What follows belongs to an exercise in optimizing a design on an open flow for small area and a short achievable clock period; a production flow would make more cautious choices.
No functional check of the RTL was part of any run shown here.
Power and IR drop assume default switching activity.

`design/flow/constraint.sdc`:
```
create_clock -name core_clock -period 5.5 [get_ports {clk}]
set_input_delay 1.1000 -clock core_clock [delete_from_list [all_inputs] [get_ports {clk}]]
set_output_delay 1.1000 -clock core_clock [all_outputs]
set_load 0.01 [all_outputs]
```
`design/flow/config.mk`:
```
export PLATFORM = sky130hd
export DESIGN_NAME = instr_trace_unit
export DESIGN_NICKNAME = instr_trace_unit
export VERILOG_FILES = /design/flow/design.v
export SDC_FILE = /design/flow/constraint.sdc
export NUM_CORES = 4
export LEC_CHECK = 0
export ABC_CLOCK_PERIOD_IN_PS = 3000
export CAP_MARGIN = 20
export CORE_MARGIN = 2
export CORE_UTILIZATION = 55
export PLACE_DENSITY = 0.7
export SETUP_SLACK_MARGIN = 2.3
export SLEW_MARGIN = 20
```
`design/flow/design.v`:
```
package trace_pkg;
  localparam int CLS_W   = 5;
  localparam int NUM_CLS = 17;
  localparam int STAMP_W = 16;
  localparam int CNT_W   = 16;
  localparam int REC_W   = 16 + 32 + 5 + 32;
endpackage
module trace_fifo (
  input  logic        clk,
  input  logic        rst,
  input  logic        clr,
  input  logic        push,
  input  logic        ready,
  input  logic [84:0] wdata,
  output logic        valid,
  output logic [84:0] rdata,
  output logic [4:0]  level,
  output logic        overflow,
  output logic [15:0] drop_cnt
);
  logic [84:0] head_q;
  logic [84:0] buf_q [15];
  logic [84:0] head_d;
  logic [3:0]  bw_q, br_q;
  logic [4:0]  lvl_q;
  logic        ovf_q;
  logic [15:0] drop_q;
  logic        full, pop, acc, drop;
  logic        lvl0, lvl1;
  logic        head_in, head_buf, buf_wr;
  assign valid    = |lvl_q;
  assign full     = lvl_q[4];
  assign lvl0     = ~valid;
  assign lvl1     = (lvl_q == 5'd1);
  assign pop      = valid & ready & ~clr;
  assign acc      = push & ~clr & (~full | ready);
  assign drop     = push & ~clr & full & ~ready;
  assign level    = lvl_q;
  assign overflow = ovf_q;
  assign drop_cnt = drop_q;
  assign rdata    = head_q;
  assign head_in  = acc & (lvl0 | (lvl1 & pop));
  assign head_buf = pop & ~lvl0 & ~lvl1;
  assign buf_wr   = acc & ~head_in;
  always_ff @(posedge clk or negedge rst) begin
    if (!rst) begin
      bw_q   <= '0;
      br_q   <= '0;
      lvl_q  <= '0;
      ovf_q  <= 1'b0;
      drop_q <= '0;
    end else if (clr) begin
      bw_q   <= '0;
      br_q   <= '0;
      lvl_q  <= '0;
      ovf_q  <= 1'b0;
      drop_q <= '0;
    end else begin
      if (buf_wr)   bw_q <= (bw_q == 4'd14) ? 4'd0 : bw_q + 4'd1;
      if (head_buf) br_q <= (br_q == 4'd14) ? 4'd0 : br_q + 4'd1;
      if (acc & ~pop) lvl_q <= lvl_q + 5'd1;
      else if (pop & ~acc) lvl_q <= lvl_q - 5'd1;
      if (drop) begin
        ovf_q <= 1'b1;
        if (drop_q != 16'hffff) drop_q <= drop_q + 16'd1;
      end
    end
  end
  for (genvar k = 0; k < 15; k++) begin : g_ent
    always_ff @(posedge clk) begin
      if (buf_wr && bw_q == 4'(k)) buf_q[k] <= wdata;
    end
  end
  always_comb begin
    head_d = wdata & {85{head_in}};
    for (int k = 0; k < 15; k++)
      head_d = head_d | (buf_q[k] & {85{head_buf && br_q == 4'(k)}});
  end
  always_ff @(posedge clk) begin
    if (head_in | head_buf) head_q <= head_d;
  end
endmodule
import trace_pkg::*;
module instr_trace_unit #(
  parameter int PC_W     = 32,
  parameter int DATA_W   = 32,
  parameter int DEPTH    = 16,
  parameter int STAMP_W  = 16,
  parameter int CNT_W    = 16,
  parameter int OVR_MODE = 0
) (
  input  logic                   clk,
  input  logic                   rst,
  input  logic                   en,
  input  logic                   clr,
  input  logic                   ret_valid,
  input  logic [PC_W-1:0]        ret_pc,
  input  logic [5:0]             ret_opcode,
  input  logic [5:0]             ret_funct,
  input  logic [DATA_W-1:0]      ret_wd,
  output logic                   tr_valid,
  input  logic                   tr_ready,
  output logic [PC_W-1:0]        tr_pc,
  output logic [4:0]             tr_class,
  output logic [DATA_W-1:0]      tr_wd,
  output logic [STAMP_W-1:0]     tr_stamp,
  output logic [$clog2(DEPTH):0] level,
  output logic                   overflow,
  output logic [CNT_W-1:0]       drop_cnt,
  input  logic [4:0]             cnt_sel,
  output logic [CNT_W-1:0]       cnt_val
);
  logic [15:0] stamp_q;
  logic        live_q;
  logic        push;
  logic [16:0] dec;
  logic [4:0]  cls;
  logic [84:0] rec_out;
  always_ff @(posedge clk or negedge rst) begin
    if (!rst) stamp_q <= '0;
    else      stamp_q <= stamp_q + 16'd1;
  end
  always_ff @(posedge clk or negedge rst) begin
    if (!rst) live_q <= 1'b0;
    else      live_q <= 1'b1;
  end
  assign push = en & ret_valid;
  logic rt;
  assign rt      = (ret_opcode == 6'd0);
  assign dec[0]  = rt & (ret_funct == 6'd32);
  assign dec[1]  = rt & (ret_funct == 6'd34);
  assign dec[2]  = rt & (ret_funct == 6'd36);
  assign dec[3]  = rt & (ret_funct == 6'd37);
  assign dec[4]  = rt & (ret_funct == 6'd2);
  assign dec[5]  = rt & (ret_funct == 6'd42);
  assign dec[6]  = rt & (ret_funct == 6'd8);
  assign dec[7]  = rt & (ret_funct == 6'd0);
  assign dec[8]  = rt & (ret_funct == 6'd27);
  assign dec[9]  = rt & (ret_funct == 6'd16);
  assign dec[10] = rt & (ret_funct == 6'd18);
  assign dec[11] = (ret_opcode == 6'd35);
  assign dec[12] = (ret_opcode == 6'd43);
  assign dec[13] = (ret_opcode == 6'd13);
  assign dec[14] = (ret_opcode == 6'd4);
  assign dec[15] = (ret_opcode == 6'd2);
  assign dec[16] = ~|dec[15:0];
  always_comb begin
    cls = 5'd16;
    for (int k = 0; k < 16; k++)
      if (dec[k]) cls = 5'(k);
  end
  logic [15:0] cnt_q [17];
  logic [15:0] cur, nxt;
  logic        wr;
  always_comb begin
    cur = '0;
    for (int k = 0; k < 17; k++)
      cur = cur | (cnt_q[k] & {16{dec[k] & live_q}});
  end
  assign nxt = (cur + 16'd1) | {16{&cur}};
  assign wr  = push & ~clr;
  for (genvar k = 0; k < 17; k++) begin : g_cnt
    always_ff @(posedge clk) begin
      if ((wr & dec[k]) | clr | ~live_q)
        cnt_q[k] <= nxt & {16{wr & dec[k]}};
    end
  end
  always_comb begin
    cnt_val = '0;
    for (int k = 0; k < 17; k++)
      cnt_val = cnt_val | (cnt_q[k] & {16{(cnt_sel == 5'(k)) & live_q}});
  end
  trace_fifo u_fifo (
    .clk      (clk),
    .rst      (rst),
    .clr      (clr),
    .push     (push),
    .ready    (tr_ready),
    .wdata    ({stamp_q, ret_pc, cls, ret_wd}),
    .valid    (tr_valid),
    .rdata    (rec_out),
    .level    (level),
    .overflow (overflow),
    .drop_cnt (drop_cnt)
  );
  assign {tr_stamp, tr_pc, tr_class, tr_wd} = rec_out;
endmodule
```
`design/flow/run.sh`:
```
#!/bin/bash
# synth_recipe.tcl (not shown) runs the flow's synth.tcl, then flattens the netlist and writes it again
# the make line also repeats each setting of config.mk as NAME=value (left out here)
make -C /OpenROAD-flow-scripts/flow DESIGN_CONFIG=/design/flow/config.mk WORK_HOME=/design/flow/orfs CLKGATE_MAP_FILE= SYNTH_SCRIPT=/design/flow/synth_recipe.tcl finish
```
==> impl_metrics.yaml, run 1 <==
layout:
  layout_commonest_cell: "edfxtp_1"
  fin_area_sq_um: 82000
  nets: 4666
  utilization_pct: 69.4
  area_growth_pct: 25.2
  fillers: 7542
  drive_above_1_share_pct: 24.6
  final_cell_mix: "edfxtp_1 (1632), a22o_1 (343), a221oi_1 (333)"
power:
  ir_drop_mv: 0.341
  p_per_area_nw_per_um2: 338
  power_mw: 27.7
  power.leakage_nw: 27.6
die:
  pin_count: 211
  placementRows: 126
  coreArea_sq_um: 118000
  start_util_pct: 55.4
  die_w_um: 349
  die_height_um: 349
  dieArea_sq_um: 122000
routing:
  dr.pass1.iters: 7
  wl_per_cell_um: 36.8
  drt_iter0_markers: 6932
  vias: 44173
  drc: 0
  viasPerCell: 7.06
  drt-total-wl_um: 230000
  drtAntennaViolNets: 0
placement:
  placed_area_sq_um: 71800
  gp_congestion: 1.03
  post-dp-hpwl_um: 122000
  io_buffers: 210
critical_path:
  crit_arrival_ps: 4590
  r2r_cells: 16
  slowest_delay_ps: 610
  crit_path_end_kind: "flip-flop"
  crit_buf_inv: 8
  cp.depth: 17
  critical_path_class: "in -> reg"
  cp-start-kind: "primary input"
  path_cells: "buf_6, or4_4, buf_6, nor2_1, buf_4, buf_4, o21ai_0, o2111ai_1, a2111o_1, nand4_4, buf_6, buf_4, nor4_4, mux2i_4, buf_12, buf_16, nor2_4"
  timing.reg2reg.setup_slack_ps: 1550
  required_ps: 6010
  path_max_fanout: 8
  critPathSlowestCell: "or4_4"
  path_delay_family: "buffers and inverters"
timing:
  fin_crit_ps: 4070
  tns_ps: 0
  setup_viol: 0
  timing.hold.ws_ps: 443
  final_hold_viol_count: 0
  finalClockSkew_ps: 26.9
  worst_pin_slew_ps: 1050
  fmax_mhz: 246
  fin_crit_sh_pct: 74.0
  rsz0062_at_grt: "true"
  slew_headroom_pct: 29.6
  slew_violations: 0
global_route:
  grt_pass1_vias: 42275
  overflow: 0
  grt_pass1_wl_um: 316000
  grt_max_degree: 86
  gr-usage-all-layers_pct: 36.9
  antenna_found_initial: 11
clocking:
  clkSinkCount: 1679
  cts_tree: "yes"
  path_clk_slew_ps: 60
  root_buffer: "clkbuf_16"
  clkLatencyLatePin_ps: 780
  cts_buffers: 166
  clockBufferDepth: 3
  hold_buffers: 0
  htreeDepth: 4
yosys:
  async_flop_share_pct: 2.80
  seq_area_frac_synth_pct: 76.6
  synth_edf_count: 1632
  synth_nets: 4023
  synth_warnings: 4
  ys.flop_type: "edfxtp_1"
  syn_area_sq_um: 65500
  avgSynthCellArea_sq_um: 16.7
  ys_ff_latch: 1679
  synth_cell_types: 102
  syn_inst: 3930
hold_path:
  hp-class: "in -> async"
outcome:
  status: "timing/DRC/antenna clean"
job:
  cap_violations: 0
[per-stage QoR]
step	std cells	setup slack (ps)
2_1_floorplan	3930	406
3_3_place_gp	5716	169
3_5_place_dp	5716	122
4_1_cts	6180	1510
5_1_grt	6250	1380
6_report	6255	1430
[registers in the layout (all words and copies together), names as in the netlist]
signal,flops
u_fifo.drop_q,16
u_fifo.ovf_q,1
cnt_q,272
u_fifo.bw_q,4
u_fifo.br_q,4
u_fifo.lvl_q,5
u_fifo.buf_q,1275
live_q,1
u_fifo.head_q,85
stamp_q,16
[Yosys cell counts (all sizes together) (6+ instances only)]
cell | number | area share, %
and2 | 12 | 0.11
a22oi | 101 | 1.2
nor3 | 67 | 0.60
nor2b | 10 | 0.096
nand3 | 55 | 0.42
a221o | 8 | 0.14
a222oi | 26 | 0.40
clkbuf | 191 | 1.1
or3 | 12 | 0.11
dfrtp | 47 | 1.8
buf | 78 | 0.67
xor2 | 16 | 0.21
xnor2 | 19 | 0.27
a31oi | 9 | 0.086
nor4 | 15 | 0.19
o21ai | 31 | 0.25
or2 | 6 | 0.057
nand3b | 8 | 0.092
a211o | 12 | 0.16
or4 | 10 | 0.14
and3 | 37 | 0.36
mux2 | 15 | 0.26
o22ai | 6 | 0.057
nor2 | 348 | 2.2
mux2i | 50 | 0.78
a221oi | 352 | 4.7
nand2 | 99 | 0.57
nand2b | 16 | 0.15
a21oi | 61 | 0.62
ha | 6 | 0.11
inv | 19 | 0.11
nand4 | 120 | 1.2
edfxtp | 1632 | 75
a22o | 343 | 4.6
[cell type report]
| type | instances | area, sq um | area share (%) |
|---|---|---|---|
| antenna | 8 | 20.0 | 0.0244 |
| inverter | 19 | 71.3 | 0.0870 |
| sequential | 1679 | 50200 | 61.2 |
| multi-input combinational | 1966 | 15800 | 19.3 |
| timing repair buffer | 741 | 8490 | 10.4 |
| clock buffer | 215 | 4420 | 5.39 |
| clock inverter | 91 | 1020 | 1.25 |
| tap | 1536 | 1920 | 2.34 |
[routing by layer]
metal	vias up	GRT usage, %	part of all wire [%]
met3	774	7.93	12
met1	22133	49.3	36
met5	-	0	0.023
met2	3543	57.5	46
met4	8	19.3	6.0
li1	17715	-	-
[logic make-up (layout without fill, tap and decap cells)]
kind of cell	count (synthesis)	count (layout)	share of synthesized area [%]
and+or+nand+nor	845	848	6.73
other	1	9	0.00573
xor gates and xnor gates	35	35	0.480
AOI/OAI and AO/OA	1009	1009	13.0
adders and majority gates	6	6	0.115
muxes	67	67	1.11
buffers and inverters	288	1066	1.87
DFF	1679	1679	76.6
[power by group]
group          leakage, nW  total [mW]  internal (mW)  switching, mW
sequential            16.1        14.5           14.3          0.166
combinational         8.82        1.86          0.716           1.14
clock                 2.65        11.3           6.51           4.81
[worst reg2reg max path: cells and delay by family (launching register included)]
family	cells	cell delay [ps]
multiplexers	1	330
AND/OR/NAND/NOR	5	1190
buffers and inverters	7	1340
flip-flops	1	430
AO/OA/AOI/OAI	3	400
[timing repair]
action / CTS / global route
resized for setup: 396 / 235
pin swaps: 103 / 114
cloned: 28 / 14
setup endpoints to repair: 1670 / 1275
buffers inserted: 130 / 53
[path summary, 6_finish.rpt]
path,from,endpoint
max,ret_opcode[0],cnt_q[13][15]$_DFFE_PP_
min,rst,u_fifo.drop_q[14]$_DFFE_PN0P_
max reg2reg,live_q$_DFF_PN0_,cnt_q[13][15]$_DFFE_PP_
min reg2reg,u_fifo.ovf_q$_DFFE_PN0P_,u_fifo.ovf_q$_DFFE_PN0P_
max in group asynchronous,rst,stamp_q[5]$_DFF_PN0_
min in group core_clock,u_fifo.ovf_q$_DFFE_PN0P_,u_fifo.ovf_q$_DFFE_PN0P_
==> run 2: changes to the inputs <==
--- a/design/flow/config.mk
+++ b/design/flow/config.mk
@@ -11,4 +11,5 @@
 export CORE_UTILIZATION = 55
 export PLACE_DENSITY = 0.7
-export SETUP_SLACK_MARGIN = 2.3
+export SETUP_SLACK_MARGIN = 2.1
 export SLEW_MARGIN = 20
+export TNS_END_PERCENT = 5
==> run 2 against run 1 <==
Effect of this change:
- critical path depth fell by 6
- critical path type is now reg -> out
- still clean
- non-clock buffer count decreased by 59
- largest power group unchanged
- setup slack worse by 42 ps
- total power shrank 1.2%
- largest cell class unchanged
- critical endpoint is now cnt_val[9]
==> impl_metrics.yaml, run 2 <==
outcome:
  status: "timing/DRC/antenna clean"
layout:
  nets: 4603
  fin_area_sq_um: 79800
  top_register: "u_fifo.buf_q"
  drive_above_1_share_pct: 21.2
  area_growth_pct: 21.9
  largest_reg_flops: 1275
  layout_commonest_cell: "edfxtp_1"
  largestRegisters: "u_fifo.buf_q: 1275 flops, cnt_q: 272 flops, u_fifo.head_q: 85 flops"
  final_cell_mix: "edfxtp_1 (1632), a22o_1 (343), a221oi_1 (342)"
  utilization_pct: 67.6
yosys:
  synth_nets: 4023
  ys.flop_type: "edfxtp_1"
  async_flop_share_pct: 2.80
  yosys.area.top_type: "edfxtp_1"
  avgSynthCellArea_sq_um: 16.7
  syn_area_sq_um: 65500
  synth_area_leaders: "edfxtp_1 (75%), a221oi_1 (4.7%), a22o_1 (4.6%), dfrtp_1 (1.8%), nor2_1 (1.8%)"
  synth_warnings: 4
  synth_cell_types: 102
  seq_area_frac_synth_pct: 76.6
  synth.most_common_cell: "edfxtp_1"
  ys_ff_latch: 1679
  netlist.area_leader.share_pct: 74.9
  yosys-top-cells-count: "edfxtp_1 (1632), a221oi_1 (352), a22o_1 (343), nor2_1 (311), clkbuf_1 (191)"
  synth_edf_count: 1632
  syn_inst: 3930
critical_path:
  critPathSlowestCell: "dfrtp_2"
  crit_arrival_ps: 3010
  path_max_fanout: 7
  crit_buf_inv: 4
  required_ps: 4400
  cp-start-kind: "flip-flop"
  crit_path_end_kind: "output port"
  path_cells: "buf_12, nand4b_1, buf_6, nor2_4, buf_8, nand2_2, o21ai_1, a221oi_1, and3_1, nand4_1, buf_4"
  slowest_delay_ps: 460
  path_delay_family: "buffers and inverters"
  critical_path_class: "reg -> out"
timing:
  slew_headroom_pct: 27.3
  fmax_mhz: 243
  fin_crit_sh_pct: 74.8
  finalClockSkew_ps: 54.3
  fin_crit_ps: 4110
  worst_pin_slew_ps: 1080
  timing.hold.ws_ps: 430
  rsz0062_at_grt: "true"
  final_hold_viol_count: 0
  slew_violations: 0
  setup_viol: 0
hold_path:
  hp-class: "in -> async"
global_route:
  overflow: 0
  grt_max_degree: 86
  grt_pass1_vias: 41809
  gr-usage-all-layers_pct: 36.2
  grt_pass1_wl_um: 311000
  antenna_found_initial: 6
placement:
  placed_area_sq_um: 72300
  post-dp-hpwl_um: 129000
  gp_congestion: 1.10
  io_buffers: 210
clocking:
  root_buffer: "clkbuf_16"
  cts_tree: "yes"
  clkSinkCount: 1679
  hold_buffers: 0
  htreeDepth: 4
  cts_buffers: 165
  clockBufferDepth: 3
  path_clk_slew_ps: 60
  clkLatencyLatePin_ps: 810
power:
  power_mw: 27.3
  ir_drop_mv: 0.336
  power.leakage_nw: 26.8
  p_per_area_nw_per_um2: 343
job:
  cap_violations: 0
routing:
  drt-total-wl_um: 222000
  wl_per_cell_um: 35.8
  vias: 43181
  dr.pass1.iters: 8
  drtAntennaViolNets: 0
  drt_iter0_markers: 6693
  drc: 0
  viasPerCell: 6.98
die:
  dieArea_sq_um: 122000
  coreArea_sq_um: 118000
  pin_count: 211
  start_util_pct: 55.4
  die_w_um: 349
  placementRows: 126
  die_height_um: 349
run 2: cell counts after synthesis:
Identical to the previous run, type by type.
run 2: final cells by class:
cell class | count | area [sq um]
diodes | 4 | 10.0
inverters | 19 | 71.3
multi-input cells | 1963 | 15100
well taps | 1536 | 1920
clock inverters | 92 | 875
fillers | 7836 | 38300
flip-flops and latches | 1679 | 50200
repair buffers | 682 | 7240
clock buffers | 210 | 4400
run 2: metal layers:
metal | track usage (%) | vias to the layer above | routed length, um
li1 | - | 17555 | -
met1 | 48.9 | 21961 | 82400
met2 | 56.7 | 3039 | 103000
met3 | 7.73 | 624 | 25100
met4 | 16.7 | 2 | 10900
met5 | 0 | - | 13
run 2: repair_timing:
item / CTS / global route
cloned: 9 / 4
gates resized for setup: 304 / 57
pin swaps: 76 / 28
setup endpoints to repair: 800 / 1115
buffers inserted: 84 / 20
run 2: cell families (layout without fill, tap and decap cells):
logic type | Yosys count | after routing | synth area share, %
compound gates | 1009 | 1009 | 13.0
xor+xnor | 35 | 35 | 0.480
fa+ha+maj | 6 | 6 | 0.115
buf+inv | 288 | 1003 | 1.87
flops | 1679 | 1679 | 76.6
mux | 67 | 67 | 1.11
other cells | 1 | 5 | 0.00573
simple gates | 845 | 845 | 6.73
run 2: final timing paths:
check / from / end / slack [ps] / cells past startpoint
hold / removal: rst / u_fifo.ovf_q$_DFFE_PN0P_ / 430 / 2
setup reg to reg: live_q$_DFF_PN0_ / cnt_q[3][13]$_DFFE_PP_ / 1520 / 18
setup / recovery: live_q$_DFF_PN0_ / cnt_val[9] / 1390 / 11
hold reg to reg: u_fifo.ovf_q$_DFFE_PN0P_ / u_fifo.ovf_q$_DFFE_PN0P_ / 540 / 2
min in group core_clock: u_fifo.ovf_q$_DFFE_PN0P_ / u_fifo.ovf_q$_DFFE_PN0P_ / 540 / 2
max in group asynchronous: rst / stamp_q[14]$_DFF_PN0_ / 4560 / 2
run 2: power breakdown:
part           switching [mW]  internal [mW]  total (mW)
Combinational            1.09          0.692        1.79
Sequential              0.178           14.3        14.5
Clock                    4.81           6.25        11.1
Total                    6.08           21.3        27.3
run 2: stage by stage:
stage / setup slack, ps / instances / setup TNS [ps]
floorplan: 406 / 3930 / 0
CTS: 1470 / 6157 / 0
finish: 1390 / 6185 / 0
global route: 1380 / 6183 / 0
global placement: -318 / 5762 / -548
detailed placement: 34.5 / 5762 / 0
==> run 3: changes to the inputs <==
--- a/design/flow/design.v
+++ b/design/flow/design.v
@@ -151,17 +151,23 @@
   end
   logic [15:0] cnt_q [17];
-  logic [15:0] cur, nxt;
-  logic        wr;
-  always_comb begin
-    cur = '0;
-    for (int k = 0; k < 17; k++)
-      cur = cur | (cnt_q[k] & {16{dec[k] & live_q}});
-  end
-  assign nxt = (cur + 16'd1) | {16{&cur}};
-  assign wr  = push & ~clr;
+  logic        wr, zero;
+  assign wr   = push & ~clr;
+  assign zero = clr | ~live_q;
   for (genvar k = 0; k < 17; k++) begin : g_cnt
+    logic [16:0] c;
+    logic        inc;
+    assign c[0] = 1'b1;
+    for (genvar i = 0; i < 16; i++) begin : g_c
+      assign c[i+1] = c[i] & cnt_q[k][i];
+    end
+    assign inc = wr & dec[k] & ~c[16];
     always_ff @(posedge clk) begin
-      if ((wr & dec[k]) | clr | ~live_q)
-        cnt_q[k] <= nxt & {16{wr & dec[k]}};
+      if (zero | (inc & c[0]))
+        cnt_q[k][0] <= zero ? (wr & dec[k]) : ~cnt_q[k][0];
+    end
+    for (genvar i = 1; i < 16; i++) begin : g_b
+      always_ff @(posedge clk) begin
+        if (zero | (inc & c[i])) cnt_q[k][i] <= ~zero & ~cnt_q[k][i];
+      end
     end
   end
==> run 3 against run 2 <==
Effect of this change:
- die area increased by 5.1%
- sequential power grew 4%
- sequential share of layout area shrank 0.11 points
- count of clock-buffer cells in the layout increased by 2
- core utilization decreased by 3.1 points
- clock power is essentially flat
- cell count grew 9.3%
- cell area grew 0.21%
- setup slack gained 75 ps
- critical path type unchanged
- largest cell class unchanged
- largest power group unchanged
- highest routed layer unchanged
==> impl_metrics.yaml, run 3 <==
routing:
  vias: 47077
  dr.pass1.iters: 6
  drt_iter0_markers: 7456
  drtAntennaViolNets: 0
  wl_per_cell_um: 33.0
  drc: 0
  drt-total-wl_um: 223000
  viasPerCell: 6.97
yosys:
  async_flop_share_pct: 2.80
  syn_area_sq_um: 68900
  ys_ff_latch: 1679
  synth.most_common_cell: "edfxtp_1"
  synth_edf_count: 1632
  avgSynthCellArea_sq_um: 14.6
  synth_warnings: 4
  seq_area_frac_synth_pct: 72.9
  synth_area_leaders: "edfxtp_1 (71%), a22oi_1 (3.9%), nor2_1 (2.1%), o21ai_0 (1.9%), mux2i_1 (1.7%)"
  netlist.area_leader.share_pct: 71.2
  ys.flop_type: "edfxtp_1"
  synth_nets: 4810
  syn_inst: 4718
  synth_cell_types: 87
  yosys-top-cells-count: "edfxtp_1 (1632), nor2_1 (385), a22oi_1 (358), nand2_1 (275), o21ai_0 (259)"
  yosys.area.top_type: "edfxtp_1"
clocking:
  clockBufferDepth: 3
  root_buffer: "clkbuf_16"
  cts_tree: "yes"
  clkSinkCount: 1679
  htreeDepth: 4
  cts_buffers: 167
  path_clk_slew_ps: 60
  clkLatencyLatePin_ps: 800
  hold_buffers: 0
placement:
  io_buffers: 210
  post-dp-hpwl_um: 130000
  post-place-ws_ps: 295
  placed_area_sq_um: 73700
  gp_congestion: 0.981
power:
  p_per_area_nw_per_um2: 369
  ir_drop_mv: 0.370
  power.leakage_nw: 25.9
critical_path:
  slowest_delay_ps: 570
  crit_path_end_kind: "output port"
  path_cells: "nor4bb_4, buf_4, and3_4, buf_8, a22oi_2, nand3_1, or4b_4, buf_6"
  critPathSlowestCell: "or4b_4"
  crit_buf_inv: 3
  path_delay_family: "simple AND/OR/NAND/NOR gates"
  path_max_fanout: 8
  critical_path_class: "reg -> out"
  cp-start-kind: "flip-flop"
  crit_arrival_ps: 2940
  required_ps: 4400
layout:
  final_cell_mix: "edfxtp_1 (1632), nor2_1 (365), a22oi_1 (332)"
  seq_area_sq_um: 50200
  fillers: 8868
  nets: 5081
  largestRegisters: "u_fifo.buf_q: 1275 flops, cnt_q: 272 flops, u_fifo.head_q: 85 flops"
  largest_reg_flops: 1275
  layout_commonest_cell: "edfxtp_1"
  area_growth_pct: 16.1
  top_register: "u_fifo.buf_q"
  drive_above_1_share_pct: 13.5
  fin_area_sq_um: 80000
  multi_input_area_sq_um: 18000
global_route:
  overflow: 0
  gr-usage-all-layers_pct: 34.3
  grt_pass1_wl_um: 314000
  antenna_found_initial: 12
  grt_max_degree: 151
  grt_pass1_vias: 44581
timing:
  fmax_mhz: 248
  slew_violations: 0
  final_hold_viol_count: 0
  fin_crit_sh_pct: 73.4
  tns_ps: 0
  worst_pin_slew_ps: 1150
  finalClockSkew_ps: 36.3
  slew_headroom_pct: 23.1
  rsz0062_at_grt: "true"
  setup_viol: 0
  worst_slack_ps: 1460
  fin_crit_ps: 4040
die:
  coreArea_sq_um: 124000
  placementRows: 129
  die_height_um: 358
  die_w_um: 358
  start_util_pct: 55.6
  pin_count: 211
  dieArea_sq_um: 128000
outcome:
  status: "timing/DRC/antenna clean"
job:
  cap_violations: 0
hold_path:
  hp-class: "in -> async"
-- run 3: cell families (layout without fill, tap and decap cells) --
group                    Yosys count  after routing  synth area share [%]
adder cells (fa/ha/maj)            5              5                0.0908
AO/OA/AOI/OAI                   1131           1131                  11.7
other                              1             12               0.00545
flip-flops                      1679           1679                  72.9
XOR/XNOR                          28             28                 0.356
multiplexers                     193            193                  3.28
AND/OR/NAND/NOR                 1299           1302                  9.53
buffers and inverters            382            771                  2.19
-- run 3: layout make-up --
type / count / share of cell area, %
diodes: 11 / 0.0344
clock buffers: 212 / 5.56
clock inverters: 78 / 1.07
inverters: 66 / 0.327
multi-input cells: 2660 / 22.5
flip-flops and latches: 1679 / 62.8
well taps: 1637 / 2.56
repair buffers: 414 / 5.12
repair inverters: 1 / 0.00626
-- run 3: layer usage --
| layer | wire length, um | share of wire [%] | vias up | GRT usage, % |
|---|---|---|---|---|
| met4 | 14000 | 6.3 | 8 | 19.4 |
| li1 | - | - | 19388 | - |
| met2 | 104000 | 46 | 3389 | 53.6 |
| met5 | 47 | 0.021 | - | 0 |
| met3 | 26300 | 12 | 663 | 7.27 |
| met1 | 79300 | 36 | 23629 | 45.0 |
-- run 3: worst paths after layout --
path,startpoint,end,slack [ps],depth (start not counted)
worst max-delay path,live_q$_DFF_PN0_,cnt_val[6],1460,8
worst min-delay path,rst,u_fifo.drop_q[12]$_DFFE_PN0P_,420,2
worst max register to register,u_fifo.br_q[2]$_DFFE_PN0P_,u_fifo.head_q[78]$_DFFE_PP_,1760,7
worst min register to register,u_fifo.ovf_q$_DFFE_PN0P_,u_fifo.ovf_q$_DFFE_PN0P_,530,1
max in group asynchronous,rst,u_fifo.br_q[0]$_DFFE_PN0P_,4500,2
min in group core_clock,u_fifo.ovf_q$_DFFE_PN0P_,u_fifo.ovf_q$_DFFE_PN0P_,530,1
-- run 3: per-stage QoR --
step	cells	hold WS [ps]	utilization, %	total power, mW
final	6758	425	64.5	29.5
after global routing	6751	458	64.5	30.1
after CTS	6728	410	64.2	29.3
after detailed placement	6406	510	59.5	18.2
after global placement	6406	509	59.5	18.2
after floorplan	4718	495	-	16.4
-- run 3: power by group --
part	internal, mW	switching [mW]	leakage, nW
registers	14.5	0.529	16.1
clock network	6.33	4.83	2.57
logic	1.08	2.16	7.20
total	22.0	7.52	25.9
-- run 3: worst reg2reg max path, cell delays in order, from the launching register on --
cell and delay (ps):
dfrtp_4 900, buf_4 590, nor2b_1 570, buf_4 350, a22oi_1 140, o32ai_1 380, a211oi_1 100, o211ai_1 440
-- run 3: timing repair --
item / in CTS / in global routing
endpoints found under the setup margin: 279 / 540
gates resized for setup: 159 / 70
pin swaps: 24 / 32
gates cloned: 3 / 3
setup buffers: 29 / 16
==> run 4: changes to the inputs <==
--- a/design/flow/design.v
+++ b/design/flow/design.v
@@ -2,8 +2,48 @@
   localparam int CLS_W   = 5;
   localparam int NUM_CLS = 17;
-  localparam int STAMP_W = 16;
-  localparam int CNT_W   = 16;
-  localparam int REC_W   = 16 + 32 + 5 + 32;
 endpackage
+module trace_classify (
+  input  logic [5:0]  opcode,
+  input  logic [5:0]  funct,
+  output logic [16:0] dec,
+  output logic [4:0]  cls
+);
+  logic rt;
+  assign rt      = (opcode == 6'd0);
+  assign dec[0]  = rt & (funct == 6'd32);
+  assign dec[1]  = rt & (funct == 6'd34);
+  assign dec[2]  = rt & (funct == 6'd36);
+  assign dec[3]  = rt & (funct == 6'd37);
+  assign dec[4]  = rt & (funct == 6'd2);
+  assign dec[5]  = rt & (funct == 6'd42);
+  assign dec[6]  = rt & (funct == 6'd8);
+  assign dec[7]  = rt & (funct == 6'd0);
+  assign dec[8]  = rt & (funct == 6'd27);
+  assign dec[9]  = rt & (funct == 6'd16);
+  assign dec[10] = rt & (funct == 6'd18);
+  assign dec[11] = (opcode == 6'd35);
+  assign dec[12] = (opcode == 6'd43);
+  assign dec[13] = (opcode == 6'd13);
+  assign dec[14] = (opcode == 6'd4);
+  assign dec[15] = (opcode == 6'd2);
+  assign dec[16] = ~|dec[15:0];
+  always_comb begin
+    cls = 5'd16;
+    for (int k = 0; k < 16; k++)
+      if (dec[k]) cls = 5'(k);
+  end
+endmodule
+module trace_cnt_mux (
+  input  logic [271:0] cnt,
+  input  logic [4:0]   sel,
+  input  logic         live,
+  output logic [15:0]  val
+);
+  always_comb begin
+    val = '0;
+    for (int k = 0; k < 17; k++)
+      val = val | (cnt[16*k +: 16] & {16{(sel == 5'(k)) & live}});
+  end
+endmodule
 module trace_fifo (
   input  logic        clk,
@@ -126,28 +166,10 @@
   end
   assign push = en & ret_valid;
-  logic rt;
-  assign rt      = (ret_opcode == 6'd0);
-  assign dec[0]  = rt & (ret_funct == 6'd32);
-  assign dec[1]  = rt & (ret_funct == 6'd34);
-  assign dec[2]  = rt & (ret_funct == 6'd36);
-  assign dec[3]  = rt & (ret_funct == 6'd37);
-  assign dec[4]  = rt & (ret_funct == 6'd2);
-  assign dec[5]  = rt & (ret_funct == 6'd42);
-  assign dec[6]  = rt & (ret_funct == 6'd8);
-  assign dec[7]  = rt & (ret_funct == 6'd0);
-  assign dec[8]  = rt & (ret_funct == 6'd27);
-  assign dec[9]  = rt & (ret_funct == 6'd16);
-  assign dec[10] = rt & (ret_funct == 6'd18);
-  assign dec[11] = (ret_opcode == 6'd35);
-  assign dec[12] = (ret_opcode == 6'd43);
-  assign dec[13] = (ret_opcode == 6'd13);
-  assign dec[14] = (ret_opcode == 6'd4);
-  assign dec[15] = (ret_opcode == 6'd2);
-  assign dec[16] = ~|dec[15:0];
-  always_comb begin
-    cls = 5'd16;
-    for (int k = 0; k < 16; k++)
-      if (dec[k]) cls = 5'(k);
-  end
+  trace_classify u_cls (
+    .opcode (ret_opcode),
+    .funct  (ret_funct),
+    .dec    (dec),
+    .cls    (cls)
+  );
   logic [15:0] cnt_q [17];
   logic        wr, zero;
@@ -172,9 +194,14 @@
     end
   end
-  always_comb begin
-    cnt_val = '0;
-    for (int k = 0; k < 17; k++)
-      cnt_val = cnt_val | (cnt_q[k] & {16{(cnt_sel == 5'(k)) & live_q}});
-  end
+  logic [271:0] cnt_flat;
+  for (genvar k = 0; k < 17; k++) begin : g_flat
+    assign cnt_flat[16*k +: 16] = cnt_q[k];
+  end
+  trace_cnt_mux u_cmux (
+    .cnt  (cnt_flat),
+    .sel  (cnt_sel),
+    .live (live_q),
+    .val  (cnt_val)
+  );
   trace_fifo u_fifo (
     .clk      (clk),
--- a/design/flow/config.mk
+++ b/design/flow/config.mk
@@ -6,5 +6,4 @@
 export NUM_CORES = 4
 export LEC_CHECK = 0
-export ABC_CLOCK_PERIOD_IN_PS = 3000
 export CAP_MARGIN = 20
 export CORE_MARGIN = 2
@@ -13,3 +12,4 @@
 export SETUP_SLACK_MARGIN = 2.1
 export SLEW_MARGIN = 20
+export SYNTH_HIERARCHICAL = 1
 export TNS_END_PERCENT = 5
==> run 4 against run 3 <==
Effect of this change:
- flip-flop and latch count did not move
- register-to-register slack better by 230 ps
- clock power about the same
- total power down 3.4%
- core utilization about the same
- worst hold slack improved by 27 ps
- die area increased by 0.22%
- wire length fell by 5.4%
- synthesized cell count grew 0.87%
- largest power group unchanged
- cell count rose by 0.70%
- fmax is 0.98% higher
==> impl_metrics.yaml, run 4 <==
layout:
  layout_commonest_cell: "edfxtp_1"
  top_register: "u_fifo.buf_q"
  seq_area_sq_um: 50200
  nets: 5127
  multi_input_area_sq_um: 18000
  area_growth_pct: 16.0
  largest_reg_flops: 1275
  final_cell_mix: "edfxtp_1 (1632), a22oi_1 (403), nor2_1 (366)"
  utilization_pct: 64.5
  largestRegisters: "u_fifo.buf_q: 1275 flops, cnt_q: 272 flops, u_fifo.head_q: 85 flops"
  fin_cells: 6805
  drive_above_1_share_pct: 13.3
  fillers: 8772
power:
  clockPowerShare_pct: 39.0
  p_switching_mw: 6.95
  p_per_area_nw_per_um2: 356
  p_int_mw: 21.5
  power_mw: 28.5
  combPwrFrac_pct: 8.8
  switching_share_pct: 24.4
  seqPwrFrac_pct: 52.2
  ir_drop_mv: 0.341
  power.leakage_nw: 25.9
critical_path:
  path_cells: "buf_6, or4b_4, buf_4, buf_12, buf_16, nor2_4, buf_6, a22oi_2, nand4_1, buf_2"
  critPathSlowestCell: "or4b_4"
  critical_path_class: "in -> out"
  required_ps: 4400
  cp-start-kind: "primary input"
  path_delay_family: "simple AND/OR/NAND/NOR gates"
  reg2reg_from: "u_fifo.br_q[3]$_DFFE_PN0P_"
  crit_path_frequent_cell: "buf_6"
  crit_start: "cnt_sel[4]"
  crit_buf_inv: 6
  slowest_delay_ps: 540
  crit_path_end_kind: "output port"
  path_max_fanout: 12
  crit_arrival_ps: 2900
global_route:
  grt_pass1_vias: 44012
  overflow: 0
  grt_max_degree: 182
  grt_pass1_wl_um: 301000
  antenna_found_initial: 11
  gr-usage-all-layers_pct: 32.4
timing:
  worst_pin_slew_ps: 1190
  setup_viol: 0
  tns_ps: 0
  slew_headroom_pct: 20.2
  slew_violations: 0
  rsz0062_at_grt: "true"
  fin_crit_ps: 4000
  final_hold_viol_count: 0
  worst_slack_ps: 1500
  fin_crit_sh_pct: 72.7
  fmax_mhz: 250
  finalClockSkew_ps: 33.6
routing:
  drc: 0
  viasPerCell: 6.83
  drtAntennaViolNets: 0
  drt-total-wl_um: 211000
  drt_iter0_markers: 6486
  wl_per_cell_um: 31.0
  dr.pass1.iters: 6
  vias: 46458
clocking:
  htreeDepth: 4
  hold_buffers: 0
  path_clk_slew_ps: 60
  clkSinkCount: 1679
  root_buffer: "clkbuf_16"
  cts_buffers: 167
  clkLatencyLatePin_ps: 810
  cts_tree: "yes"
  clockBufferDepth: 3
yosys:
  syn_area_sq_um: 69000
  synth.most_common_cell: "edfxtp_1"
  async_flop_share_pct: 2.80
  synth_nets: 4852
  synth_area_leaders: "edfxtp_1 (71%), a22oi_1 (4.5%), nor2_1 (2.1%), dfrtp_1 (1.7%), nand2_1 (1.4%)"
  syn_inst: 4759
  seq_area_frac_synth_pct: 72.7
  avgSynthCellArea_sq_um: 14.5
  synth_cell_types: 99
  yosys.area.top_type: "edfxtp_1"
  synth_warnings: 12
  ys_ff_latch: 1679
  synth_edf_count: 1632
  netlist.area_leader.share_pct: 71.0
  yosys-top-cells-count: "edfxtp_1 (1632), a22oi_1 (414), nor2_1 (388), nand2_1 (266), o21ai_0 (194)"
  ys.flop_type: "edfxtp_1"
placement:
  io_buffers: 210
  post-place-ws_ps: 401
  post-dp-hpwl_um: 121000
  dp.cells: 6438
  gp_congestion: 1.01
outcome:
  status: "timing/DRC/antenna clean"
die:
  die_height_um: 358
  coreArea_sq_um: 124000
  pin_count: 211
  dieArea_sq_um: 128000
  placementRows: 129
  start_util_pct: 55.6
  die_w_um: 358
job:
  cap_violations: 0
hold_path:
  hp-class: "in -> async"
## run 4: cell count changes after synthesis, moves of 53 or more
cell / delta
a22oi_1: +56
clkbuf_1: -53
a21oi_1: +63
o22ai_1: +74
o21ai_0: -65
## run 4: power by group through the flow
stage | clock, mW | sequential [mW] | combinational (mW)
floorplan | 0 | 14.9 | 1.18
CTS | 11.2 | 14.9 | 2.42
global route | 11.7 | 14.9 | 2.62
finish | 11.1 | 14.9 | 2.51
detailed placement | 0 | 15.1 | 2.32
global placement | 0 | 15.1 | 2.29
## run 4: per-module statistics from Yosys, one instance, submodules excluded
module	cells inside	flops+latches	copies in the design	cell area, sq um
trace_classify	84	0	1	484
trace_cnt_mux	263	0	1	2000
trace_fifo	2950	1390	1	52000
instr_trace_unit	1462	289	1	14500
## run 4: final cells by class
type / count / area share (%)
diodes: 4 / 0.0125
inverters: 65 / 0.305
multi-input cells: 2703 / 22.5
clock buffers: 212 / 5.61
well taps: 1637 / 2.56
repair buffers: 418 / 5.38
flip-flops and latches: 1679 / 62.7
clock inverters: 87 / 1.00
## run 4: stage by stage
stage / hold slack, ps / cell area, sq um
global route: 493 / 80100
CTS: 454 / 79800
finish: 451 / 80100
detailed placement: 473 / 73600
global placement: 475 / 73600
floorplan: 495 / 69200
## run 4: final timing paths
kind | to | slack, ps | depth (start not counted)
setup / recovery | cnt_val[3] | 1500 | 10
hold / removal | stamp_q[4]$_DFF_PN0_ | 450 | 2
setup reg to reg | u_fifo.head_q[25]$_DFFE_PP_ | 1990 | 6
hold reg to reg | u_fifo.ovf_q$_DFFE_PN0P_ | 500 | 1
max in group asynchronous | live_q$_DFF_PN0_ | 4430 | 2
min in group core_clock | u_fifo.ovf_q$_DFFE_PN0P_ | 500 | 1
## run 4: routing by layer
metal	share of wire, %	GRT usage, %	up-vias
li1	-	-	19699
met2	47	50.9	2878
met4	4.4	14.8	12
met3	10	6.49	465
met1	38	43.9	23404
met5	0.035	0	-
## run 4: worst reg2reg max path, stage by stage, from the launching register on
cell and delay (ps):
dfrtp_2 550, buf_4 320, or4b_1 790, a211oi_4 1010, buf_4 360, a221oi_1 130, nand3_1 190
## run 4: kinds of logic after synthesis
kind of cell | Yosys count | share of synthesized area [%]
AO/OA/AOI/OAI | 1279 | 13.2
adder cells (fa/ha/maj) | 6 | 0.109
other | 1 | 0.00543
AND/OR/NAND/NOR | 1249 | 9.05
flip-flops | 1679 | 72.7
buffers and inverters | 381 | 2.38
multiplexers | 137 | 2.18
XOR/XNOR | 27 | 0.343
## run 4: what timing repair did
action / CTS / global route
pin swaps: 32 / 17
gates resized for setup: 166 / 47
buffers inserted: 48 / 8
endpoints found under the setup margin: 1343 / 1109
gates cloned: 5 / 3
==> run 5: changes to the inputs <==
--- a/design/flow/design.v
+++ b/design/flow/design.v
@@ -34,8 +34,20 @@
   end
 endmodule
+module trace_sel_dec (
+  input  logic [4:0]  sel,
+  input  logic        live,
+  output logic [16:0] oh
+);
+  logic [3:0] lo;
+  logic [4:0] hi;
+  always_comb begin
+    for (int i = 0; i < 4; i++) lo[i] = (sel[1:0] == 2'(i));
+    for (int j = 0; j < 5; j++) hi[j] = (sel[4:2] == 3'(j)) & live;
+    for (int k = 0; k < 17; k++) oh[k] = hi[k / 4] & lo[k % 4];
+  end
+endmodule
 module trace_cnt_mux (
   input  logic [271:0] cnt,
-  input  logic [4:0]   sel,
-  input  logic         live,
+  input  logic [16:0]  oh,
   output logic [15:0]  val
 );
@@ -43,5 +55,5 @@
     val = '0;
     for (int k = 0; k < 17; k++)
-      val = val | (cnt[16*k +: 16] & {16{(sel == 5'(k)) & live}});
+      val = val | (cnt[16*k +: 16] & {16{oh[k]}});
   end
 endmodule
@@ -198,8 +210,13 @@
     assign cnt_flat[16*k +: 16] = cnt_q[k];
   end
+  logic [16:0] sel_oh;
+  trace_sel_dec u_sdec (
+    .sel  (cnt_sel),
+    .live (live_q),
+    .oh   (sel_oh)
+  );
   trace_cnt_mux u_cmux (
     .cnt  (cnt_flat),
-    .sel  (cnt_sel),
-    .live (live_q),
+    .oh   (sel_oh),
     .val  (cnt_val)
   );
--- a/design/flow/config.mk
+++ b/design/flow/config.mk
@@ -9,4 +9,7 @@
 export CORE_MARGIN = 2
 export CORE_UTILIZATION = 55
+export CTS_BUF_LIST = sky130_fd_sc_hd__clkbuf_16
+export CTS_CLUSTER_DIAMETER = 80
+export CTS_CLUSTER_SIZE = 30
 export PLACE_DENSITY = 0.7
 export SETUP_SLACK_MARGIN = 2.1
==> run 5 against run 4 <==
Effect of this change:
- worst hold slack gained 52 ps
- critical path depth is the same
- register-to-register slack lost 140 ps
- critical endpoint is now cnt_val[15]
- area after synthesis shrank 0.44%
- clock power shrank 38%
- synthesized cell count shrank 0.57%
- first-iteration DRC count shrank 4.2%
- highest routed layer unchanged
- total power shrank 16%
- still clean on timing, DRC and antenna
- setup slack gained 44 ps
- clock skew grew 10 ps
==> impl_metrics.yaml, run 5 <==
critical_path:
  crit_arrival_ps: 2860
  cp-start-kind: "primary input"
  required_ps: 4400
  crit_buf_inv: 4
  path_max_fanout: 7
  critPathSlowestCell: "or4b_4"
  crit_path_end_kind: "output port"
  slowest_delay_ps: 590
  path_cells: "buf_8, or4b_4, nor2_4, buf_6, buf_8, a22o_1, a221oi_2, and3_1, nand3_1, buf_2"
  crit_path_frequent_cell: "buf_8"
  critical_path_class: "in -> out"
  path_delay_family: "simple AND/OR/NAND/NOR gates"
global_route:
  grt_max_degree: 90
  antenna_found_initial: 5
  grt-busiest-layer: "met2"
  use_met2_pct: 49.0
  grt_pass1_wl_um: 286000
  met3_usage_pct: 4.99
  gr-usage-met1_pct: 40.6
  gr-usage-all-layers_pct: 30.4
  grt_pass1_vias: 42678
  overflow: 0
clocking:
  clockBufferDepth: 3
  cts_tree: "yes"
  root_buffer: "clkbuf_16"
  path_clk_slew_ps: 110
  htreeDepth: 3
  clkLatencyLatePin_ps: 730
  cts_buffers: 75
  hold_buffers: 0
  clkSinkCount: 1679
outcome:
  status: "timing/DRC/antenna clean"
timing:
  worst_slack_ps: 1540
  fin_crit_sh_pct: 71.9
  slew_headroom_pct: 21.8
  finalClockSkew_ps: 43.8
  worst_pin_slew_ps: 1170
  tns_ps: 0
  slew_violations: 0
  fmax_mhz: 253
  final_hold_viol_count: 0
  rsz0062_at_grt: "true"
  setup_viol: 0
  fin_crit_ps: 3960
layout:
  fin_area_sq_um: 76500
  multi_input_area_sq_um: 17700
  largestRegisters: "u_fifo.buf_q: 1275 flops, cnt_q: 272 flops, u_fifo.head_q: 85 flops"
  fin_cells: 6561
  final_cell_mix: "edfxtp_1 (1632), a22oi_1 (404), nor2_1 (363)"
  seq_area_sq_um: 50200
  largest_reg_flops: 1275
  nets: 4967
  drive_above_1_share_pct: 10.5
  area_growth_pct: 11.4
  top_register: "u_fifo.buf_q"
  fillers: 8997
  layout_commonest_cell: "edfxtp_1"
yosys:
  syn_area_sq_um: 68700
  syn_inst: 4732
  seq_area_frac_synth_pct: 73.0
  synth.most_common_cell: "edfxtp_1"
  async_flop_share_pct: 2.80
  avgSynthCellArea_sq_um: 14.5
  ys.flop_type: "edfxtp_1"
  synth_cell_types: 93
  synth_area_leaders: "edfxtp_1 (71%), a22oi_1 (4.5%), nor2_1 (2.1%), dfrtp_1 (1.7%), nand2_1 (1.5%)"
  yosys-top-cells-count: "edfxtp_1 (1632), a22oi_1 (412), nor2_1 (385), nand2_1 (273), nand3_1 (198)"
  netlist.area_leader.share_pct: 71.3
  yosys.area.top_type: "edfxtp_1"
  ys_ff_latch: 1679
  synth_nets: 4825
  synth_edf_count: 1632
  synth_warnings: 13
placement:
  gp_congestion: 1.02
  placed_area_sq_um: 73300
  io_buffers: 210
  post-place-ws_ps: 545
  post-dp-hpwl_um: 118000
  dp.cells: 6398
die:
  placementRows: 129
  die_w_um: 357
  pin_count: 211
  coreArea_sq_um: 124000
  dieArea_sq_um: 128000
  start_util_pct: 55.5
  die_height_um: 357
routing:
  dr.pass1.iters: 9
  drt_iter0_markers: 6212
  drt-total-wl_um: 198000
  drc: 0
  viasPerCell: 6.85
  drtAntennaViolNets: 0
  wl_per_cell_um: 30.1
  vias: 44924
power:
  power_mw: 24.1
  ir_drop_mv: 0.265
  p_per_area_nw_per_um2: 314
  power.leakage_nw: 24.3
hold_path:
  hp-class: "reg -> reg"
job:
  cap_violations: 0
==> run 5: kinds of logic (layout without fill, tap and decap cells) <==
logic type	after synthesis	count (layout)	synth area share [%]
other	1	4	0.00546
AND/OR/NAND/NOR	1231	1231	8.82
flip-flops	1679	1679	73.0
adder cells (fa/ha/maj)	6	6	0.109
AO/OA/AOI/OAI	1296	1296	13.7
buffers and inverters	390	579	2.47
multiplexers	102	102	1.55
XOR/XNOR	27	27	0.344
==> run 5: per-stage QoR <==
stage	utilization [%]	hold slack [ps]
after floorplan	-	495
after global placement	59.2	491
after detailed placement	59.2	481
after CTS	61.7	506
after global routing	61.8	537
final	61.8	503
==> run 5: path summary, 6_finish.rpt <==
check	from	to	slack, ps	depth (start not counted)
worst min register to register	u_fifo.ovf_q$_DFFE_PN0P_	u_fifo.ovf_q$_DFFE_PN0P_	500	1
min in group asynchronous	rst	stamp_q[12]$_DFF_PN0_	560	2
max in group asynchronous	rst	live_q$_DFF_PN0_	4330	2
worst min-delay path	u_fifo.ovf_q$_DFFE_PN0P_	u_fifo.ovf_q$_DFFE_PN0P_	500	1
worst max-delay path	cnt_sel[4]	cnt_val[15]	1540	10
worst max register to register	u_fifo.lvl_q[4]$_DFFE_PN0P_	u_fifo.head_q[81]$_DFFE_PP_	1850	6
==> run 5: cell type report <==
class                      instances  area share (%)
clock inverter                    48           0.701
multi-input combinational       2663            23.1
inverter                          64           0.314
clock buffer                      76            2.48
timing repair buffer             391            5.16
antenna                            3         0.00981
tap                             1637            2.68
sequential                      1679            65.6
==> run 5: report_power, final <==
group | total [mW] | internal [mW] | switching, mW
registers | 14.8 | 14.4 | 0.426
clock network | 6.89 | 2.75 | 4.14
logic | 2.34 | 0.759 | 1.58
==> run 5: repair_timing <==
item / CTS / global route
gates resized for setup: 167 / 43
gates cloned: 2 / 0
endpoints found under the hold margin: 0 / 0
pin swaps: 40 / 19
setup endpoints to repair: 309 / 848
buffers inserted: 28 / 6
==> run 5: modules after synthesis (local to each module, per instance) <==
module | cells inside | area [sq um]
instr_trace_unit | 1462 | 14500
trace_classify | 84 | 484
trace_sel_dec | 26 | 143
trace_cnt_mux | 210 | 1550
trace_fifo | 2950 | 52000
==> run 5: worst reg2reg max path, delay by kind of cell (launching register included) <==
family                 cells  cell delay, ps
AOI/OAI and AO/OA          2            1000
DFF                        1             540
buffers and inverters      1             720
and+or+nand+nor            3            1080
==> run 5: per-layer routing <==
| metal | vias to the layer above | part of all wire (%) |
|---|---|---|
| li1 | 19196 | - |
| met1 | 22648 | 38 |
| met4 | 6 | 5.5 |
| met5 | - | 0.016 |
| met3 | 489 | 9.6 |
| met2 | 2585 | 47 |
==> run 6: changes to the inputs <==
--- a/design/flow/config.mk
+++ b/design/flow/config.mk
@@ -9,7 +9,7 @@
 export CORE_MARGIN = 2
 export CORE_UTILIZATION = 55
-export CTS_BUF_LIST = sky130_fd_sc_hd__clkbuf_16
-export CTS_CLUSTER_DIAMETER = 80
-export CTS_CLUSTER_SIZE = 30
+export CTS_BUF_LIST = sky130_fd_sc_hd__clkbuf_8
+export CTS_CLUSTER_DIAMETER = 60
+export CTS_CLUSTER_SIZE = 20
 export PLACE_DENSITY = 0.7
 export SETUP_SLACK_MARGIN = 2.1
==> run 6 against run 5 <==
Effect of this change:
- critical endpoint unchanged
- clock skew increased by 9.7 ps
- combinational power about the same
- sequential power about the same
- cell area decreased by 0.37%
- cell count increased by 0.99%
- still clean on timing, DRC and antenna
- fmax decreased by 2.9%
- total power decreased by 1.4%
- setup slack got worse by 120 ps
- wire length increased by 0.11%
- non-clock buffer count decreased by 8
- core utilization decreased by 0.23 points
- sequential share of layout area increased by 0.24 points
==> impl_metrics.yaml, run 6 <==
outcome:
  status: "timing/DRC/antenna clean"
power:
  ir_drop_mv: 0.289
  p_per_area_nw_per_um2: 311
  power.leakage_nw: 24.2
layout:
  utilization_pct: 61.6
  drive_above_1_share_pct: 11.0
  layout_commonest_cell: "edfxtp_1"
  largest_reg_flops: 1275
  nets: 4996
  largestRegisters: "u_fifo.buf_q: 1275 flops, cnt_q: 272 flops, u_fifo.head_q: 85 flops"
  final_cell_mix: "edfxtp_1 (1632), a22oi_1 (411), nor2_1 (367)"
  area_growth_pct: 11.0
  top_register: "u_fifo.buf_q"
die:
  die_w_um: 357
  die_height_um: 357
  start_util_pct: 55.5
  dieArea_sq_um: 128000
  placementRows: 129
  pin_count: 211
  coreArea_sq_um: 124000
yosys:
  async_flop_share_pct: 2.80
  yosys.area_share.simple_pct: 8.82
  syn_area_sq_um: 68700
  yosys-top-cells-count: "edfxtp_1 (1632), a22oi_1 (412), nor2_1 (385), nand2_1 (273), nand3_1 (198)"
  synth.most_common_cell: "edfxtp_1"
  ys.flop_type: "edfxtp_1"
  synth_nets: 4825
  synth_warnings: 13
  syn_inst: 4732
  synthXorXnorAreaFrac_pct: 0.344
  netlist.area_leader.share_pct: 71.3
  ys_ff_latch: 1679
  yosys.area.top_type: "edfxtp_1"
  synth_cell_types: 93
  synth_top_family_by_area: "compound AO/OA/AOI/OAI gates"
  synth_area_leaders: "edfxtp_1 (71%), a22oi_1 (4.5%), nor2_1 (2.1%), dfrtp_1 (1.7%), nand2_1 (1.5%)"
  synth-compound-area-share_pct: 13.7
  avgSynthCellArea_sq_um: 14.5
  synth.area.mux_share_pct: 1.55
  synth_edf_count: 1632
  seq_area_frac_synth_pct: 73.0
  synth_fa_ha_area_share_pct: 0.109
placement:
  post-dp-hpwl_um: 118000
  post-place-ws_ps: 545
  io_buffers: 210
  gp_congestion: 1.02
timing:
  worst_pin_slew_ps: 1140
  rsz0062_at_grt: "true"
  final_hold_viol_count: 0
  setup_viol: 0
  finalClockSkew_ps: 53.5
  slew_violations: 0
  fmax_mhz: 246
  fin_crit_ps: 4070
  fin_crit_sh_pct: 74.0
  tns_ps: 0
  slew_headroom_pct: 23.9
  worst_slack_ps: 1430
clocking:
  clkSinkCount: 1679
  clkLatencyLatePin_ps: 900
  clockBufferDepth: 3
  path_clk_slew_ps: 110
  cts_buffers: 112
  root_buffer: "clkbuf_8"
  cts_tree: "yes"
  htreeDepth: 3
critical_path:
  cp-start-kind: "primary input"
  crit_path_end_kind: "output port"
  path_delay_family: "simple AND/OR/NAND/NOR gates"
  crit_arrival_ps: 2970
  path_max_fanout: 8
  path_cells: "clkdlybuf4s15_1, or4b_4, nor2_4, buf_6, buf_8, a22o_1, a221oi_2, and3_1, nand3_2, buf_6"
  critPathSlowestCell: "or4b_4"
  required_ps: 4400
  crit_buf_inv: 4
  slowest_delay_ps: 610
  critical_path_class: "in -> out"
  crit_path_frequent_cell: "buf_6"
global_route:
  grt_pass1_wl_um: 286000
  overflow: 0
  grt_max_degree: 90
  gr-usage-all-layers_pct: 30.5
  antenna_found_initial: 8
  grt_pass1_vias: 42980
hold_path:
  hp-class: "in -> async"
routing:
  wl_per_cell_um: 29.8
  drt_iter0_markers: 6317
  viasPerCell: 6.83
  dr.pass1.iters: 9
  drt-total-wl_um: 198000
  drtAntennaViolNets: 0
  vias: 45240
  drc: 0
job:
  cap_violations: 0
run 6: cell counts after synthesis:
Identical to the previous run, type by type.
run 6: cell families (layout without fill, tap and decap cells):
logic type | count (synthesis) | after routing
AO/OA/AOI/OAI | 1296 | 1296
XOR/XNOR | 27 | 27
adder cells (fa/ha/maj) | 6 | 6
buffers and inverters | 390 | 645
flip-flops | 1679 | 1679
multiplexers | 102 | 102
other | 1 | 3
AND/OR/NAND/NOR | 1231 | 1231
run 6: metrics by stage:
stage / hold slack, ps / instances / area [sq um] / power [mW]
2_1_floorplan: 495 / 4732 / 68900 / 16.1
3_3_place_gp: 491 / 6397 / 73300 / 17.3
3_5_place_dp: 481 / 6398 / 73300 / 17.4
4_1_cts: 357 / 6615 / 76100 / 23.7
5_1_grt: 409 / 6625 / 76300 / 24.4
6_report: 401 / 6626 / 76300 / 23.7
run 6: path summary, 6_finish.rpt:
kind	start	end	slack, ps	depth (start not counted)
setup reg to reg	u_fifo.lvl_q[4]$_DFFE_PN0P_	u_fifo.head_q[81]$_DFFE_PP_	1810	6
min in group core_clock	u_fifo.ovf_q$_DFFE_PN0P_	u_fifo.ovf_q$_DFFE_PN0P_	510	1
hold / removal	rst	stamp_q[10]$_DFF_PN0_	400	2
hold reg to reg	u_fifo.ovf_q$_DFFE_PN0P_	u_fifo.ovf_q$_DFFE_PN0P_	510	1
max in group asynchronous	rst	live_q$_DFF_PN0_	4470	2
setup / recovery	cnt_sel[4]	cnt_val[15]	1430	10
run 6: Yosys stat by module (local to each module, per instance):
module            cell area, sq um  cells inside  flops+latches  times used
instr_trace_unit             14500          1462            289           1
trace_fifo                   52000          2950           1390           1
trace_cnt_mux                 1550           210              0           1
trace_sel_dec                  143            26              0           1
trace_classify                 484            84              0           1
run 6: layout make-up:
| type | instances | area [sq um] |
|---|---|---|
| fillers | 9077 | 47500 |
| multi-input cells | 2663 | 17600 |
| repair buffers | 383 | 3860 |
| well taps | 1637 | 2050 |
| clock buffers | 119 | 1640 |
| inverters | 64 | 240 |
| clock inverters | 79 | 702 |
| flip-flops and latches | 1679 | 50200 |
| diodes | 2 | 5.00 |
run 6: report_power, final:
group,internal (mW),switching [mW]
Sequential,14.4,0.426
Combinational,0.757,1.57
Clock,2.45,4.12
run 6: timing repair:
action	CTS	global route
setup endpoints to repair	103	265
pin swaps	25	23
hold buffers	0	0
setup buffers	17	9
cloned	2	0
resized for setup	123	36
run 6: metal layers:
layer,vias to the layer above,routed length (um),part of all wire (%),global-route usage (%)
li1,19264,-,-,-
met4,8,10600,5.3,14.3
met5,-,45,0.023,0
met3,524,19600,9.9,5.66
met1,22771,74200,37,40.5
met2,2673,93400,47,49.0
==> run 7: changes to the inputs <==
==> design/flow/flow/run.sh (new file) <==
#!/bin/bash
# Own layout flow: the standard ORFS flow (standard.sh), with three
# changes passed as make variables:
#  - slow 4-high-stack OR/NOR cells are added to the don't-use list, for
#    synthesis and for the resizer alike;
#  - ports are buffered with the smallest buffer (the resizer upsizes any
#    that timing needs) instead of a delay cell;
#  - clock tree synthesis inserts no dummy loads.
# Each step's full output goes to a log file in the folder this runs in.
set -euo pipefail
PLAT="sky130_fd_sc_hd__probe_p_8 sky130_fd_sc_hd__probec_p_8 sky130_fd_sc_hd__lpflow_bleeder_1 sky130_fd_sc_hd__lpflow_clkbufkapwr_1 sky130_fd_sc_hd__lpflow_clkbufkapwr_16 sky130_fd_sc_hd__lpflow_clkbufkapwr_2 sky130_fd_sc_hd__lpflow_clkbufkapwr_4 sky130_fd_sc_hd__lpflow_clkbufkapwr_8 sky130_fd_sc_hd__lpflow_clkinvkapwr_1 sky130_fd_sc_hd__lpflow_clkinvkapwr_16 sky130_fd_sc_hd__lpflow_clkinvkapwr_2 sky130_fd_sc_hd__lpflow_clkinvkapwr_4 sky130_fd_sc_hd__lpflow_clkinvkapwr_8 sky130_fd_sc_hd__lpflow_decapkapwr_12 sky130_fd_sc_hd__lpflow_decapkapwr_3 sky130_fd_sc_hd__lpflow_decapkapwr_4 sky130_fd_sc_hd__lpflow_decapkapwr_6 sky130_fd_sc_hd__lpflow_decapkapwr_8 sky130_fd_sc_hd__lpflow_inputiso0n_1 sky130_fd_sc_hd__lpflow_inputiso0p_1 sky130_fd_sc_hd__lpflow_inputiso1n_1 sky130_fd_sc_hd__lpflow_inputiso1p_1 sky130_fd_sc_hd__lpflow_inputisolatch_1 sky130_fd_sc_hd__lpflow_isobufsrc_1 sky130_fd_sc_hd__lpflow_isobufsrc_16 sky130_fd_sc_hd__lpflow_isobufsrc_2 sky130_fd_sc_hd__lpflow_isobufsrc_4 sky130_fd_sc_hd__lpflow_isobufsrc_8 sky130_fd_sc_hd__lpflow_isobufsrckapwr_16 sky130_fd_sc_hd__lpflow_lsbuf_lh_hl_isowell_tap_1 sky130_fd_sc_hd__lpflow_lsbuf_lh_hl_isowell_tap_2 sky130_fd_sc_hd__lpflow_lsbuf_lh_hl_isowell_tap_4 sky130_fd_sc_hd__lpflow_lsbuf_lh_isowell_4 sky130_fd_sc_hd__lpflow_lsbuf_lh_isowell_tap_1 sky130_fd_sc_hd__lpflow_lsbuf_lh_isowell_tap_2 sky130_fd_sc_hd__lpflow_lsbuf_lh_isowell_tap_4"
SLOW=""
for c in or4 or4b or4bb nor4 nor4b nor4bb; do
  for s in 1 2 4; do SLOW="$SLOW sky130_fd_sc_hd__${c}_${s}"; done
done
VARS=(
  "DONT_USE_CELLS=$PLAT$SLOW"
  "BUFFER_PORTS_ARGS=-buffer_cell sky130_fd_sc_hd__buf_1"
)
if [[ -f flow/cts_args.txt ]]; then VARS+=("CTS_ARGS=$(cat flow/cts_args.txt)"); fi
bash standard.sh synth "${VARS[@]}" > synth.log 2>&1
bash standard.sh finish "${VARS[@]}" > layout.log 2>&1
==> design/flow/flow/cts_args.txt (new file) <==
-sink_clustering_enable -repair_clock_nets -dont_use_dummy_load -sink_clustering_size 30 -sink_clustering_max_diameter 80 -buf_list sky130_fd_sc_hd__clkbuf_16
==> design/flow/standard.sh (new file) <==
#!/bin/bash
# synth_recipe.tcl (not shown) runs the flow's synth.tcl, then flattens the netlist and writes it again
# the make line also repeats each setting of config.mk as NAME=value (left out here)
make -C /OpenROAD-flow-scripts/flow DESIGN_CONFIG=/design/flow/config.mk WORK_HOME=/design/flow/orfs CLKGATE_MAP_FILE= SYNTH_SCRIPT=/design/flow/synth_recipe.tcl "${@:-finish}"
--- a/design/flow/config.mk
+++ b/design/flow/config.mk
@@ -9,7 +9,4 @@
 export CORE_MARGIN = 2
 export CORE_UTILIZATION = 55
-export CTS_BUF_LIST = sky130_fd_sc_hd__clkbuf_8
-export CTS_CLUSTER_DIAMETER = 60
-export CTS_CLUSTER_SIZE = 20
 export PLACE_DENSITY = 0.7
 export SETUP_SLACK_MARGIN = 2.1
removed: design/flow/run.sh
==> run 7 against run 6 <==
Effect of this change:
- core utilization is 1.7 points lower
- first-iteration DRC count is 1.8% higher
- setup slack better by 300 ps
- count of clock-buffer cells in the layout is 42 lower
- total power is 3.1% lower
- synthesized cell count is 1.3% higher
- combinational power is 16% lower
- clock power is 4.7% lower
- worst hold slack better by 80 ps
- register-to-register slack better by 30 ps
- largest power group unchanged
- critical path depth stayed put
- wire length is 0.21% lower
==> impl_metrics.yaml, run 7 <==
routing:
  drc: 0
  dr.pass1.iters: 9
  wl_per_cell_um: 30.1
  vias: 45313
  drtAntennaViolNets: 0
  drt_iter0_markers: 6430
yosys:
  avgSynthCellArea_sq_um: 14.5
  yosys.area_share.simple_pct: 9.50
  seq_area_frac_synth_pct: 72.0
  synth-compound-area-share_pct: 13.8
  synth_nets: 4888
  synth_warnings: 13
  syn_inst: 4795
  syn_area_sq_um: 69700
  synth_cell_types: 96
  yosys.area.top_type: "edfxtp_1"
  async_flop_share_pct: 2.80
  synth_area_leaders: "edfxtp_1 (70%), a22oi_1 (3.0%), nor2_1 (2.4%), dfrtp_1 (1.7%), nand2_1 (1.5%)"
  synth_edf_count: 1632
  synthXorXnorAreaFrac_pct: 0.350
  ys_ff_latch: 1679
  synth_fa_ha_area_share_pct: 0.108
  ys.flop_type: "edfxtp_1"
timing:
  worst_slack_ps: 1720
  tns_ps: 0
  slew_headroom_pct: 21.5
  fmax_mhz: 265
  slew_violations: 0
  fin_crit_ps: 3780
  rsz0062_at_grt: "true"
  fin_crit_sh_pct: 68.6
  worst_pin_slew_ps: 1180
layout:
  top_register: "u_fifo.buf_q"
  largest_reg_flops: 1275
  utilization_pct: 59.9
  area_growth_pct: 8.02
  nets: 5002
  largestRegisters: "u_fifo.buf_q: 1275 flops, cnt_q: 272 flops, u_fifo.head_q: 85 flops"
  layout_commonest_cell: "edfxtp_1"
  drive_above_1_share_pct: 9.66
global_route:
  grt_pass1_vias: 43014
  grt_pass1_wl_um: 287000
  antenna_found_initial: 15
  gr-usage-all-layers_pct: 29.7
  overflow: 0
die:
  start_util_pct: 55.4
  pin_count: 211
  coreArea_sq_um: 126000
  die_w_um: 360
  dieArea_sq_um: 130000
  die_height_um: 360
clocking:
  root_buffer: "clkbuf_16"
  clockBufferDepth: 3
  clkSinkCount: 1679
  cts_buffers: 77
  path_clk_slew_ps: 80
  cts_tree: "yes"
critical_path:
  cp-start-kind: "primary input"
  required_ps: 4400
  r2r_cells: 6
  crit_path_end_kind: "output port"
  critical_path_class: "in -> out"
outcome:
  status: "timing/DRC/antenna clean"
placement:
  io_buffers: 210
  dp.cells: 6445
  post-place-ws_ps: 1070
  post-dp-hpwl_um: 119000
power:
  power.leakage_nw: 23.9
  p_per_area_nw_per_um2: 306
  ir_drop_mv: 0.301
hold_path:
  hp-class: "reg -> reg"
run 7: kinds of logic after synthesis:
group           after synthesis
fa+ha+maj                     6
buf+inv                     395
xor+xnor                     27
other cells                   1
simple gates               1302
mux                         101
flops                      1679
compound gates             1284
run 7: worst paths after layout:
kind,startpoint,to,slack [ps]
worst max-delay path,cnt_sel[0],cnt_val[14],1720
worst min-delay path,u_fifo.ovf_q$_DFFE_PN0P_,u_fifo.ovf_q$_DFFE_PN0P_,480
worst max register to register,u_fifo.lvl_q[3]$_DFFE_PN0P_,u_fifo.head_q[46]$_DFFE_PP_,1840
worst min register to register,u_fifo.ovf_q$_DFFE_PN0P_,u_fifo.ovf_q$_DFFE_PN0P_,480
max in group asynchronous,rst,u_fifo.br_q[1]$_DFFE_PN0P_,4290
min in group asynchronous,rst,stamp_q[5]$_DFF_PN0_,540
run 7: modules after synthesis, one instance, submodules excluded:
module,area (sq um),flip-flops and latches,cells inside,times used
trace_fifo,52400,1390,2988,1
instr_trace_unit,15000,289,1494,1
trace_cnt_mux,1550,0,210,1
trace_classify,514,0,76,1
trace_sel_dec,173,0,27,1
run 7: through the flow:
stage	hold slack [ps]	area [sq um]
4_1_cts	486	75000
6_report	481	75300
3_3_place_gp	467	72400
5_1_grt	501	75200
2_1_floorplan	495	69800
3_5_place_dp	470	72400
run 7: critical path: stages:
cell,delay [ps]
clkbuf_4,150
nand4b_1,170
buf_4,170
nor2_4,60
buf_4,180
a22oi_2,160
nand2_1,90
a221oi_2,240
nand3_1,160
buf_2,190
run 7: final cells by class:
| class | count | area [sq um] |
|---|---|---|
| flip-flops and latches | 1679 | 50200 |
| multi-input cells | 2721 | 18300 |
| repair buffers | 370 | 2510 |
| inverters | 60 | 225 |
| well taps | 1650 | 2060 |
| diodes | 9 | 22.5 |
| clock buffers | 77 | 1930 |
| fillers | 9481 | 50500 |
run 7: power by group:
| part | internal, mW | switching (mW) |
|---|---|---|
| Combinational | 0.532 | 1.42 |
| Sequential | 14.4 | 0.419 |
| Clock | 2.52 | 3.73 |
run 7: repair_timing:
action | in CTS | in global routing
pin swaps | 29 | 21
cloned | 0 | 3
buffers inserted | 21 | 11
resized for setup | 95 | 29
setup endpoints to repair | 692 | 869
run 7: routing by layer:
layer	part of all wire [%]	wire length [um]	global-route usage, %
met1	38	75300	40.2
met5	0.033	66	0
met2	48	94100	47.9
met4	4.6	8980	13.0
met3	9.6	18900	4.61

Re-timed with assumed drivers on the ports (clkbuf_16 on the clock, buf_2 on other inputs), run 7 has 1.648 ns of setup slack against 1.724 ns with ideal ports, and 1.385 ns once port delays also move by the mid clock arrival of 0.741 ns.
